From an optimization exercise on the open Yosys and OpenROAD flow, aimed at small area; shortcuts taken in it are not production practice. The RTL was checked by simulation tests, not by an equivalence proof against the original design. Power is estimated from default activity; no workload was simulated.

==> build 50 <==
==> flow/design.v <==
`default_nettype none
package rv_lite_pkg;
  parameter int XLEN = 32;
  typedef logic [XLEN-1:0] word_t;
  typedef enum logic [6:0] {
    OP      = 7'b0110011,
    OP_IMM  = 7'b0010011,
    LUI     = 7'b0110111,
    AUIPC   = 7'b0010111,
    JAL     = 7'b1101111,
    JALR    = 7'b1100111,
    BRANCH  = 7'b1100011,
    LOAD    = 7'b0000011,
    STORE   = 7'b0100011,
    ILLEGAL = 7'b0000000    
  } opcode_t;
  typedef enum logic [3:0] {
    ALU_ADD   = 4'd0,
    ALU_SUB   = 4'd1,
    ALU_SLL   = 4'd2,
    ALU_SLT   = 4'd3,
    ALU_SLTU  = 4'd4,
    ALU_XOR   = 4'd5,
    ALU_SRL   = 4'd6,
    ALU_SRA   = 4'd7,
    ALU_OR    = 4'd8,
    ALU_AND   = 4'd9,
    ALU_PASSB = 4'd10    
  } alu_op_t;
  typedef enum logic [1:0] {
    MS_BYTE = 2'd0,
    MS_HALF = 2'd1,
    MS_WORD = 2'd2
  } mem_size_t;
  typedef enum logic [1:0] {
    ST_FETCH = 2'd0,
    ST_EXEC  = 2'd1,
    ST_MEM   = 2'd2
  } state_t;
endpackage
`default_nettype wire
`default_nettype none
module rv_lite_core
#(
  parameter int    NREGS    = 16,
  parameter logic [31:0] RESET_PC = '0
) (
  input  logic       clk,
  input  logic       xreset,
  output logic       o_imem_valid,
  output logic [31:0] o_imem_addr,
  input  logic       i_imem_ready,
  input  logic [31:0] i_imem_rdata,
  output logic       o_dmem_valid,
  output logic       o_dmem_we,
  output logic [31:0] o_dmem_addr,
  output logic [31:0] o_dmem_wdata,
  output logic [3:0] o_dmem_strb,
  input  logic       i_dmem_ready,
  input  logic [31:0] i_dmem_rdata
);
  localparam logic [3:0] S_PCZ   = 4'd0;    
  localparam logic [3:0] S_FETCH = 4'd1;    
  localparam logic [3:0] S_XW    = 4'd2;    
  localparam logic [3:0] S_EXEC  = 4'd3;    
  localparam logic [3:0] S_EX2   = 4'd4;    
  localparam logic [3:0] S_DREQ  = 4'd5;    
  localparam logic [3:0] S_WBW   = 4'd6;    
  localparam logic [3:0] S_WB    = 4'd7;    
  localparam logic [3:0] S_CPW   = 4'd8;    
  localparam logic [3:0] S_COPY  = 4'd9;    
  localparam logic [3:0] S_SH1   = 4'd10;   
  localparam logic [3:0] S_SH2   = 4'd11;   
  localparam logic [3:0] C_NOP   = 4'd0;
  localparam logic [3:0] C_OP    = 4'd1;
  localparam logic [3:0] C_OPI   = 4'd2;
  localparam logic [3:0] C_LUI   = 4'd3;
  localparam logic [3:0] C_AUIPC = 4'd4;
  localparam logic [3:0] C_JAL   = 4'd5;
  localparam logic [3:0] C_JALR  = 4'd6;
  localparam logic [3:0] C_BR    = 4'd7;
  localparam logic [3:0] C_LD    = 4'd8;
  localparam logic [3:0] C_ST    = 4'd9;
  logic [3:0]  st;
  logic [4:0]  ph;
  logic [31:0] A;
  logic [31:0] W;
  logic [3:0]  cls;
  logic [3:0]  rdf, rs1f, rs2f;
  logic [2:0]  f3;
  logic        f7;
  logic        cy, icy, flag, last;
  logic [31:0] rf [16];    
  logic imem_hs, dmem_hs, p31, e0;
  assign imem_hs = o_imem_valid & i_imem_ready;
  assign dmem_hs = o_dmem_valid & i_dmem_ready;
  assign p31     = (ph == 5'd31);
  assign e0      = (ph == 5'd0);
  logic [3:0] cls_in;
  always_comb begin
    case (i_imem_rdata[6:0])
      7'b0110011: cls_in = C_OP;
      7'b0010011: cls_in = C_OPI;
      7'b0110111: cls_in = C_LUI;
      7'b0010111: cls_in = C_AUIPC;
      7'b1101111: cls_in = C_JAL;
      7'b1100111: cls_in = C_JALR;
      7'b1100011: cls_in = C_BR;
      7'b0000011: cls_in = C_LD;
      7'b0100011: cls_in = C_ST;
      default:    cls_in = C_NOP;
    endcase
  end
  logic isOP, isOPI, isLUI, isAUIPC, isJAL, isJALR, isBR, isLD, isST;
  assign isOP    = (cls == C_OP);
  assign isOPI   = (cls == C_OPI);
  assign isLUI   = (cls == C_LUI);
  assign isAUIPC = (cls == C_AUIPC);
  assign isJAL   = (cls == C_JAL);
  assign isJALR  = (cls == C_JALR);
  assign isBR    = (cls == C_BR);
  assign isLD    = (cls == C_LD);
  assign isST    = (cls == C_ST);
  logic is_alu, is_shift, is_slt, right, sra;
  assign is_alu   = isOP | isOPI;
  assign is_shift = is_alu & (f3[1:0] == 2'b01);
  assign is_slt   = is_alu & (f3[2:1] == 2'b01);
  assign right    = f3[2];
  assign sra      = f3[2] & f7;
  logic ex, ex2, wb;
  assign ex  = (st == S_EXEC);
  assign ex2 = (st == S_EX2);
  assign wb  = (st == S_WB);
  logic pcb, rs1b, rs2b;
  assign pcb  = rf[0][0];
  assign rs1b = (rs1f == 4'd0) ? 1'b0 : rf[rs1f][0];
  assign rs2b = (rs2f == 4'd0) ? 1'b0 : rf[rs2f][0];
  logic immb;
  always_comb begin
    if (isLUI | isAUIPC)
      immb = (ph < 5'd12) ? 1'b0 : A[0];
    else if (isJAL)
      immb = e0 ? 1'b0 : (ph < 5'd11) ? A[20] : (ph == 5'd11) ? A[9] :
             (ph < 5'd20) ? A[0] : (ph == 5'd20) ? A[11] : last;
    else if (isBR)
      immb = e0 ? 1'b0 : (ph < 5'd5) ? A[7] : (ph < 5'd11) ? A[20] :
             (ph == 5'd11) ? rdf[0] : (ph == 5'd12) ? A[19] : last;
    else if (isST)
      immb = (ph < 5'd5) ? A[7] : (ph < 5'd12) ? A[20] : last;
    else
      immb = (ph < 5'd12) ? A[20] : last;
  end
  logic a_bit, b_raw, inv, bb, cin, sum, cout, xab, alu;
  assign a_bit = ex2 ? pcb : (isAUIPC | isJAL) ? pcb : isLUI ? 1'b0 : rs1b;
  assign b_raw = ex2 ? ((isBR & flag) ? immb : (ph == 5'd2)) :
                 (isOP | isBR) ? rs2b : immb;
  assign inv   = ex & ((isOP & (f3 == 3'd0) & f7) | is_slt | isBR);
  assign bb    = b_raw ^ inv;
  assign cin   = e0 ? inv : cy;
  assign sum   = a_bit ^ bb ^ cin;
  assign cout  = (a_bit & bb) | (a_bit & cin) | (bb & cin);
  assign xab   = a_bit ^ b_raw;
  always_comb begin
    case (f3)
      3'd4:    alu = xab;
      3'd6:    alu = a_bit | b_raw;
      3'd7:    alu = a_bit & b_raw;
      default: alu = sum;
    endcase
  end
  logic neq, ltu, lt, cond;
  assign neq  = flag | xab;
  assign ltu  = ~cout;
  assign lt   = xab ? a_bit : ltu;
  assign cond = isBR ? ((f3[2] ? (f3[1] ? ltu : lt) : ~neq) ^ f3[0])
                     : (f3[0] ? ltu : lt);
  logic it, inc;
  assign it  = (ph == 5'd2) | icy;
  assign inc = pcb ^ it;
  logic [4:0] shamt;
  logic       sh_en;
  assign shamt = A[4:0];    
  assign sh_en = (((ph ^ {5{~right}}) < shamt)) ^ ~right;
  logic tap, wbit, in_range;
  always_comb begin
    case (f3[1:0])
      2'd0: begin
        case (A[1:0])
          2'd0: tap = W[0];
          2'd1: tap = W[8];
          2'd2: tap = W[16];
          default: tap = W[24];
        endcase
        in_range = (ph < 5'd8);
      end
      2'd1: begin
        tap = A[1] ? W[16] : W[0];
        in_range = (ph < 5'd16);
      end
      default: begin
        tap = W[0];
        in_range = 1'b1;
      end
    endcase
    if (!isLD)
      wbit = W[0];
    else
      wbit = in_range ? tap : (~f3[2] & last);
  end
  logic rd_we, rd_bit, pc_we, pc_new, shA, a_in, shW, w_in;
  always_comb begin
    rd_we  = 1'b0;
    rd_bit = 1'b0;
    pc_we  = 1'b0;
    pc_new = 1'b0;
    shA    = 1'b0;
    a_in   = 1'b0;
    shW    = 1'b0;
    w_in   = 1'b0;
    case (st)
      S_PCZ: begin
        pc_we  = 1'b1;
        pc_new = RESET_PC[ph];
        shA    = 1'b1;
        a_in   = RESET_PC[ph];
      end
      S_EXEC: begin
        rd_we  = (is_alu & ~is_shift & ~is_slt) | isLUI | isAUIPC | isJAL | isJALR;
        rd_bit = (isJAL | isJALR) ? inc : is_alu ? alu : sum;
        pc_we  = ~(isBR | is_slt);
        pc_new = (isJAL | isJALR) ? (sum & ~e0) : inc;
        shA    = ~isBR;
        a_in   = (isLD | isST) ? sum : is_shift ? b_raw : pc_new;
        shW    = isST;
        w_in   = ((f3[1:0] == 2'd0) & (ph >= 5'd8))  ? W[24] :
                 ((f3[1:0] == 2'd1) & (ph >= 5'd16)) ? W[16] : rs2b;
      end
      S_EX2: begin
        rd_we  = is_slt;
        rd_bit = e0 & flag;
        pc_we  = 1'b1;
        pc_new = sum;
        shA    = 1'b1;
        a_in   = sum;
      end
      S_WB: begin
        rd_we  = 1'b1;
        rd_bit = wbit;
        shW    = 1'b1;
        shA    = ~isLD;    
        a_in   = pcb;
      end
      S_COPY: begin
        shA    = 1'b1;
        a_in   = pcb;
      end
      S_SH1: begin
        shW    = 1'b1;
        w_in   = (right | sh_en) & rs1b;
      end
      S_SH2: begin
        shW    = sh_en;
        w_in   = right ? (sra & W[31]) : W[0];
      end
      default: ;
    endcase
  end
  always_ff @(posedge clk) begin
    rf[0] <= {pc_we ? pc_new : rf[0][0], rf[0][31:1]};
    for (int k = 1; k < 16; k++)
      rf[k] <= {(rd_we && rdf == 4'(k)) ? rd_bit : rf[k][0], rf[k][31:1]};
  end
  always_ff @(posedge clk) begin
    if (imem_hs)
      A[31:7] <= i_imem_rdata[31:7];
    else if (shA)
      A[31:7] <= {a_in, A[31:8]};
    if (shA)
      A[6:0] <= A[7:1];
  end
  always_ff @(posedge clk) begin
    if (dmem_hs && !o_dmem_we)
      W <= i_dmem_rdata;
    else if (shW)
      W <= {w_in, W[31:1]};
  end
  always_ff @(posedge clk) begin
    if (imem_hs) begin
      cls  <= cls_in;
      rdf  <= i_imem_rdata[10:7];
      rs1f <= i_imem_rdata[18:15];
      rs2f <= i_imem_rdata[23:20];
      f3   <= i_imem_rdata[14:12];
      f7   <= i_imem_rdata[30];
    end
  end
  always_ff @(posedge clk) begin
    cy   <= cout;
    icy  <= ~p31 & pcb & it;
    last <= wb ? wbit : immb;
    if (ex && (is_slt || isBR))
      flag <= p31 ? cond : e0 ? xab : neq;
  end
  always_ff @(posedge clk) begin
    if (!xreset) begin
      st <= S_PCZ;
      ph <= 5'd0;
    end else begin
      ph <= ph + 5'd1;
      case (st)
        S_PCZ:   if (p31) st <= S_FETCH;
        S_FETCH: if (imem_hs) st <= p31 ? S_EXEC : S_XW;
        S_XW:    if (p31) st <= S_EXEC;
        S_EXEC:  if (p31) st <= (isBR | is_slt) ? S_EX2 :
                                (isLD | isST)   ? S_DREQ :
                                is_shift        ? S_SH1 : S_FETCH;
        S_EX2:   if (p31) st <= S_FETCH;
        S_DREQ:  if (dmem_hs) st <= isLD ? (p31 ? S_WB : S_WBW)
                                         : (p31 ? S_COPY : S_CPW);
        S_WBW:   if (p31) st <= S_WB;
        S_WB:    if (p31) st <= isLD ? S_COPY : S_FETCH;
        S_CPW:   if (p31) st <= S_COPY;
        S_COPY:  if (p31) st <= S_FETCH;
        S_SH1:   if (p31) st <= S_SH2;
        S_SH2:   if (p31) st <= S_WB;
        default: st <= S_PCZ;
      endcase
    end
  end
  assign o_imem_valid = (st == S_FETCH);
  assign o_imem_addr  = A;
  assign o_dmem_valid = (st == S_DREQ);
  assign o_dmem_we    = o_dmem_valid & isST;
  assign o_dmem_addr  = A;
  assign o_dmem_wdata = W;
  always_comb begin
    case (f3[1:0])
      2'd0:    o_dmem_strb = 4'b0001 << A[1:0];
      2'd1:    o_dmem_strb = A[1] ? 4'b1100 : 4'b0011;
      default: o_dmem_strb = 4'b1111;
    endcase
    if (!o_dmem_we)
      o_dmem_strb = 4'b0000;
  end
endmodule
`default_nettype wire
==> flow/flow/run.sh <==
#!/bin/bash
# The standard layout, with smaller port buffers and a clock tree of small buffers
set -euo pipefail
export BUFFER_PORTS_ARGS="-buffer_cell sky130_fd_sc_hd__buf_1"
export CTS_ARGS="-sink_clustering_enable -repair_clock_nets -dont_use_dummy_load -buf_list sky130_fd_sc_hd__clkbuf_4 -sink_clustering_size 10 -sink_clustering_max_diameter 40"
bash standard.sh > standard.log 2>&1
==> flow/standard.sh <==
#!/bin/bash
# synth_recipe.tcl (not shown) runs the flow's synth.tcl, then flattens the netlist and writes it again
# the make line also repeats each setting of config.mk as NAME=value (left out here)
make -C /OpenROAD-flow-scripts/flow DESIGN_CONFIG=/design/flow/config.mk WORK_HOME=/design/flow/orfs CLKGATE_MAP_FILE= SYNTH_SCRIPT=/design/flow/synth_recipe.tcl "${@:-finish}"
==> flow/config.mk <==
export PLATFORM = sky130hd
export DESIGN_NAME = rv_lite_core
export DESIGN_NICKNAME = rv_lite_core
export VERILOG_FILES = /design/flow/design.v
export SDC_FILE = /design/flow/constraint.sdc
export NUM_CORES = 4
export LEC_CHECK = 0
export ABC_AREA = 1
export CAP_MARGIN = 20
export CORE_MARGIN = 2
export CORE_UTILIZATION = 70
export PLACE_DENSITY = 0.8
export SETUP_SLACK_MARGIN = 0.5
export SLEW_MARGIN = 20
==> flow/constraint.sdc <==
create_clock -name core_clock -period 10.0 [get_ports {clk}]
set_input_delay 2.0000 -clock core_clock [delete_from_list [all_inputs] [get_ports {clk}]]
set_output_delay 2.0000 -clock core_clock [all_outputs]
set_load 0.01 [all_outputs]
==> trial 22: changes against build 50 <==
--- a/flow/design.v
+++ b/flow/design.v
@@ -70,6 +70,6 @@
   localparam logic [3:0] S_CPW   = 4'd8;    
   localparam logic [3:0] S_COPY  = 4'd9;    
-  localparam logic [3:0] S_SH1   = 4'd10;   
-  localparam logic [3:0] S_SH2   = 4'd11;   
+  localparam logic [3:0] S_SHW   = 4'd10;   
+  localparam logic [3:0] S_SHR   = 4'd11;   
   localparam logic [3:0] C_NOP   = 4'd0;
   localparam logic [3:0] C_OP    = 4'd1;
@@ -91,4 +91,5 @@
   logic        f7;
   logic        cy, icy, flag, last;
+  logic [4:0]  shamt;
   logic [31:0] rf [16];    
   logic imem_hs, dmem_hs, p31, e0;
@@ -178,8 +179,9 @@
   assign it  = (ph == 5'd2) | icy;
   assign inc = pcb ^ it;
-  logic [4:0] shamt;
-  logic       sh_en;
-  assign shamt = A[4:0];    
-  assign sh_en = (((ph ^ {5{~right}}) < shamt)) ^ ~right;
+  logic [5:0] xs;
+  logic       sh_go, sh_in;
+  assign xs    = {1'b0, ph} + {1'b0, shamt ^ {5{right}}} + {5'd0, right};
+  assign sh_go = ((st == S_SHW) & (xs[4:0] == 5'd0)) | (st == S_SHR);
+  assign sh_in = (xs[5] ^ right) ? (sra & W[31]) : rs1b;
   logic tap, wbit, in_range;
   always_comb begin
@@ -231,5 +233,5 @@
         pc_new = (isJAL | isJALR) ? (sum & ~e0) : inc;
         shA    = ~isBR;
-        a_in   = (isLD | isST) ? sum : is_shift ? b_raw : pc_new;
+        a_in   = (isLD | isST) ? sum : pc_new;
         shW    = isST;
         w_in   = ((f3[1:0] == 2'd0) & (ph >= 5'd8))  ? W[24] :
@@ -248,6 +250,4 @@
         rd_bit = wbit;
         shW    = 1'b1;
-        shA    = ~isLD;    
-        a_in   = pcb;
       end
       S_COPY: begin
@@ -255,11 +255,7 @@
         a_in   = pcb;
       end
-      S_SH1: begin
-        shW    = 1'b1;
-        w_in   = (right | sh_en) & rs1b;
-      end
-      S_SH2: begin
-        shW    = sh_en;
-        w_in   = right ? (sra & W[31]) : W[0];
+      S_SHW, S_SHR: begin
+        shW    = sh_go;
+        w_in   = sh_in;
       end
       default: ;
@@ -273,9 +269,7 @@
   always_ff @(posedge clk) begin
     if (imem_hs)
-      A[31:7] <= i_imem_rdata[31:7];
+      A <= i_imem_rdata;
     else if (shA)
-      A[31:7] <= {a_in, A[31:8]};
-    if (shA)
-      A[6:0] <= A[7:1];
+      A <= {a_in, A[31:1]};
   end
   always_ff @(posedge clk) begin
@@ -301,4 +295,6 @@
     if (ex && (is_slt || isBR))
       flag <= p31 ? cond : e0 ? xab : neq;
+    if (ex && is_shift && (ph < 5'd5))
+      shamt <= {b_raw, shamt[4:1]};
   end
   always_ff @(posedge clk) begin
@@ -314,5 +310,5 @@
         S_EXEC:  if (p31) st <= (isBR | is_slt) ? S_EX2 :
                                 (isLD | isST)   ? S_DREQ :
-                                is_shift        ? S_SH1 : S_FETCH;
+                                is_shift        ? S_SHW : S_FETCH;
         S_EX2:   if (p31) st <= S_FETCH;
         S_DREQ:  if (dmem_hs) st <= isLD ? (p31 ? S_WB : S_WBW)
@@ -322,6 +318,6 @@
         S_CPW:   if (p31) st <= S_COPY;
         S_COPY:  if (p31) st <= S_FETCH;
-        S_SH1:   if (p31) st <= S_SH2;
-        S_SH2:   if (p31) st <= S_WB;
+        S_SHW:   if (xs[4:0] == 5'd0) st <= S_SHR;
+        S_SHR:   if (xs[4:0] == 5'd31) st <= p31 ? S_WB : S_WBW;
         default: st <= S_PCZ;
       endcase
==> flow/run.sh (new file) <==
#!/bin/bash
# synth_recipe.tcl (not shown) runs the flow's synth.tcl, then flattens the netlist and writes it again
# the make line also repeats each setting of config.mk as NAME=value (left out here)
make -C /OpenROAD-flow-scripts/flow DESIGN_CONFIG=/design/flow/config.mk WORK_HOME=/design/flow/orfs CLKGATE_MAP_FILE= SYNTH_SCRIPT=/design/flow/synth_recipe.tcl finish
Settings changed: ABC_AREA 1 to unset, CORE_UTILIZATION 70 to 60, CTS_BUF_LIST set to sky130_fd_sc_hd__clkbuf_4, PLACE_DENSITY 0.8 to 0.75.
removed: flow/flow/run.sh
removed: flow/standard.sh
==> build 1: changes against build 50 <==
--- a/flow/design.v
+++ b/flow/design.v
@@ -70,6 +70,6 @@
   localparam logic [3:0] S_CPW   = 4'd8;    
   localparam logic [3:0] S_COPY  = 4'd9;    
-  localparam logic [3:0] S_SH1   = 4'd10;   
-  localparam logic [3:0] S_SH2   = 4'd11;   
+  localparam logic [3:0] S_SHW   = 4'd10;   
+  localparam logic [3:0] S_SHR   = 4'd11;   
   localparam logic [3:0] C_NOP   = 4'd0;
   localparam logic [3:0] C_OP    = 4'd1;
@@ -91,4 +91,5 @@
   logic        f7;
   logic        cy, icy, flag, last;
+  logic [4:0]  shamt;
   logic [31:0] rf [16];    
   logic imem_hs, dmem_hs, p31, e0;
@@ -178,8 +179,9 @@
   assign it  = (ph == 5'd2) | icy;
   assign inc = pcb ^ it;
-  logic [4:0] shamt;
-  logic       sh_en;
-  assign shamt = A[4:0];    
-  assign sh_en = (((ph ^ {5{~right}}) < shamt)) ^ ~right;
+  logic [5:0] xs;
+  logic       sh_go, sh_in;
+  assign xs    = {1'b0, ph} + {1'b0, shamt ^ {5{right}}} + {5'd0, right};
+  assign sh_go = ((st == S_SHW) & (xs[4:0] == 5'd0)) | (st == S_SHR);
+  assign sh_in = (xs[5] ^ right) ? (sra & W[31]) : rs1b;
   logic tap, wbit, in_range;
   always_comb begin
@@ -231,5 +233,5 @@
         pc_new = (isJAL | isJALR) ? (sum & ~e0) : inc;
         shA    = ~isBR;
-        a_in   = (isLD | isST) ? sum : is_shift ? b_raw : pc_new;
+        a_in   = (isLD | isST) ? sum : pc_new;
         shW    = isST;
         w_in   = ((f3[1:0] == 2'd0) & (ph >= 5'd8))  ? W[24] :
@@ -248,6 +250,4 @@
         rd_bit = wbit;
         shW    = 1'b1;
-        shA    = ~isLD;    
-        a_in   = pcb;
       end
       S_COPY: begin
@@ -255,11 +255,7 @@
         a_in   = pcb;
       end
-      S_SH1: begin
-        shW    = 1'b1;
-        w_in   = (right | sh_en) & rs1b;
-      end
-      S_SH2: begin
-        shW    = sh_en;
-        w_in   = right ? (sra & W[31]) : W[0];
+      S_SHW, S_SHR: begin
+        shW    = sh_go;
+        w_in   = sh_in;
       end
       default: ;
@@ -273,9 +269,7 @@
   always_ff @(posedge clk) begin
     if (imem_hs)
-      A[31:7] <= i_imem_rdata[31:7];
+      A <= i_imem_rdata;
     else if (shA)
-      A[31:7] <= {a_in, A[31:8]};
-    if (shA)
-      A[6:0] <= A[7:1];
+      A <= {a_in, A[31:1]};
   end
   always_ff @(posedge clk) begin
@@ -301,4 +295,6 @@
     if (ex && (is_slt || isBR))
       flag <= p31 ? cond : e0 ? xab : neq;
+    if (ex && is_shift && (ph < 5'd5))
+      shamt <= {b_raw, shamt[4:1]};
   end
   always_ff @(posedge clk) begin
@@ -314,5 +310,5 @@
         S_EXEC:  if (p31) st <= (isBR | is_slt) ? S_EX2 :
                                 (isLD | isST)   ? S_DREQ :
-                                is_shift        ? S_SH1 : S_FETCH;
+                                is_shift        ? S_SHW : S_FETCH;
         S_EX2:   if (p31) st <= S_FETCH;
         S_DREQ:  if (dmem_hs) st <= isLD ? (p31 ? S_WB : S_WBW)
@@ -322,6 +318,6 @@
         S_CPW:   if (p31) st <= S_COPY;
         S_COPY:  if (p31) st <= S_FETCH;
-        S_SH1:   if (p31) st <= S_SH2;
-        S_SH2:   if (p31) st <= S_WB;
+        S_SHW:   if (xs[4:0] == 5'd0) st <= S_SHR;
+        S_SHR:   if (xs[4:0] == 5'd31) st <= p31 ? S_WB : S_WBW;
         default: st <= S_PCZ;
       endcase
==> flow/run.sh (new file) <==
#!/bin/bash
# synth_recipe.tcl (not shown) runs the flow's synth.tcl, then flattens the netlist and writes it again
# the make line also repeats each setting of config.mk as NAME=value (left out here)
make -C /OpenROAD-flow-scripts/flow DESIGN_CONFIG=/design/flow/config.mk WORK_HOME=/design/flow/orfs CLKGATE_MAP_FILE= SYNTH_SCRIPT=/design/flow/synth_recipe.tcl finish
Settings changed: ABC_AREA 1 to unset, CORE_UTILIZATION 70 to 40, PLACE_DENSITY 0.8 to 0.6.
removed: flow/flow/run.sh
removed: flow/standard.sh
==> comparison table <==
| quantity | build 50 | trial 22 | build 1 |
|---|---|---|---|
| Clock network contribution to total cell area | 3.090% | 8.535% | 8.757% |
| Post-synthesis sequential area ratio | 79.29% | 77.98% | 77.98% |
| CP Max Fanout | 5 | 15 | 15 |
| Status | timing/DRC/antenna clean | timing/DRC/antenna clean | timing/DRC/antenna clean |
| Final worst-path setup slack | 5544 ps | 4850 ps | 4944 ps |
| Fraction of synthesized area in multiplexers | 0.1978% | 6.745% | 6.745% |
| Count of H-tree levels built during CTS | 3 | 4 | 2 |
| Routed WL | 30.18 mm | 31.96 mm | 31.11 mm |
| Routed metal-1 wire length | 12.84 mm | 14.82 mm | 15.63 mm |
| Share of total power in combinational logic | 0.8% | 1.4% | 1.4% |
| Initial cell density of the core | 70.71% | 60.90% | 40.42% |
| Top cell type's share of synthesized area | 63.77% | 62.00% | 62.00% |
| Die outline height | 157.3 um | 171.9 um | 209.7 um |
| Met1 Track Usage GR | 32.27% | 30.57% | 21.18% |
| Top layer in use | met4 | met4 | met5 |

## re-timing with driven ports
How much do the figures lean on ideal ports? The routed layouts below were timed once more, with nothing changed but the port constraints.
Step 1 assumes that a clkbuf_16 drives the clock port and a buf_2 every other input.
Step 2 also shifts input and output timing later by t, the mid clock arrival at the registers, as if the neighbouring blocks saw the same clock.
Three values: ideal ports, drivers, drivers and shift; two values: the first two.
run	shift t [ns]	setup slack, ns	slew at the worst register clock pin (ns)
build 50	0.705	5.544 / 5.498 / 5.555	0.10 / 0.10
trial 22	0.784	4.850 / 4.798 / 5.583	0.08 / 0.08
build 1	0.633	4.944 / 4.889 / 5.522	0.07 / 0.07
After both steps every run listed still meets setup and hold.
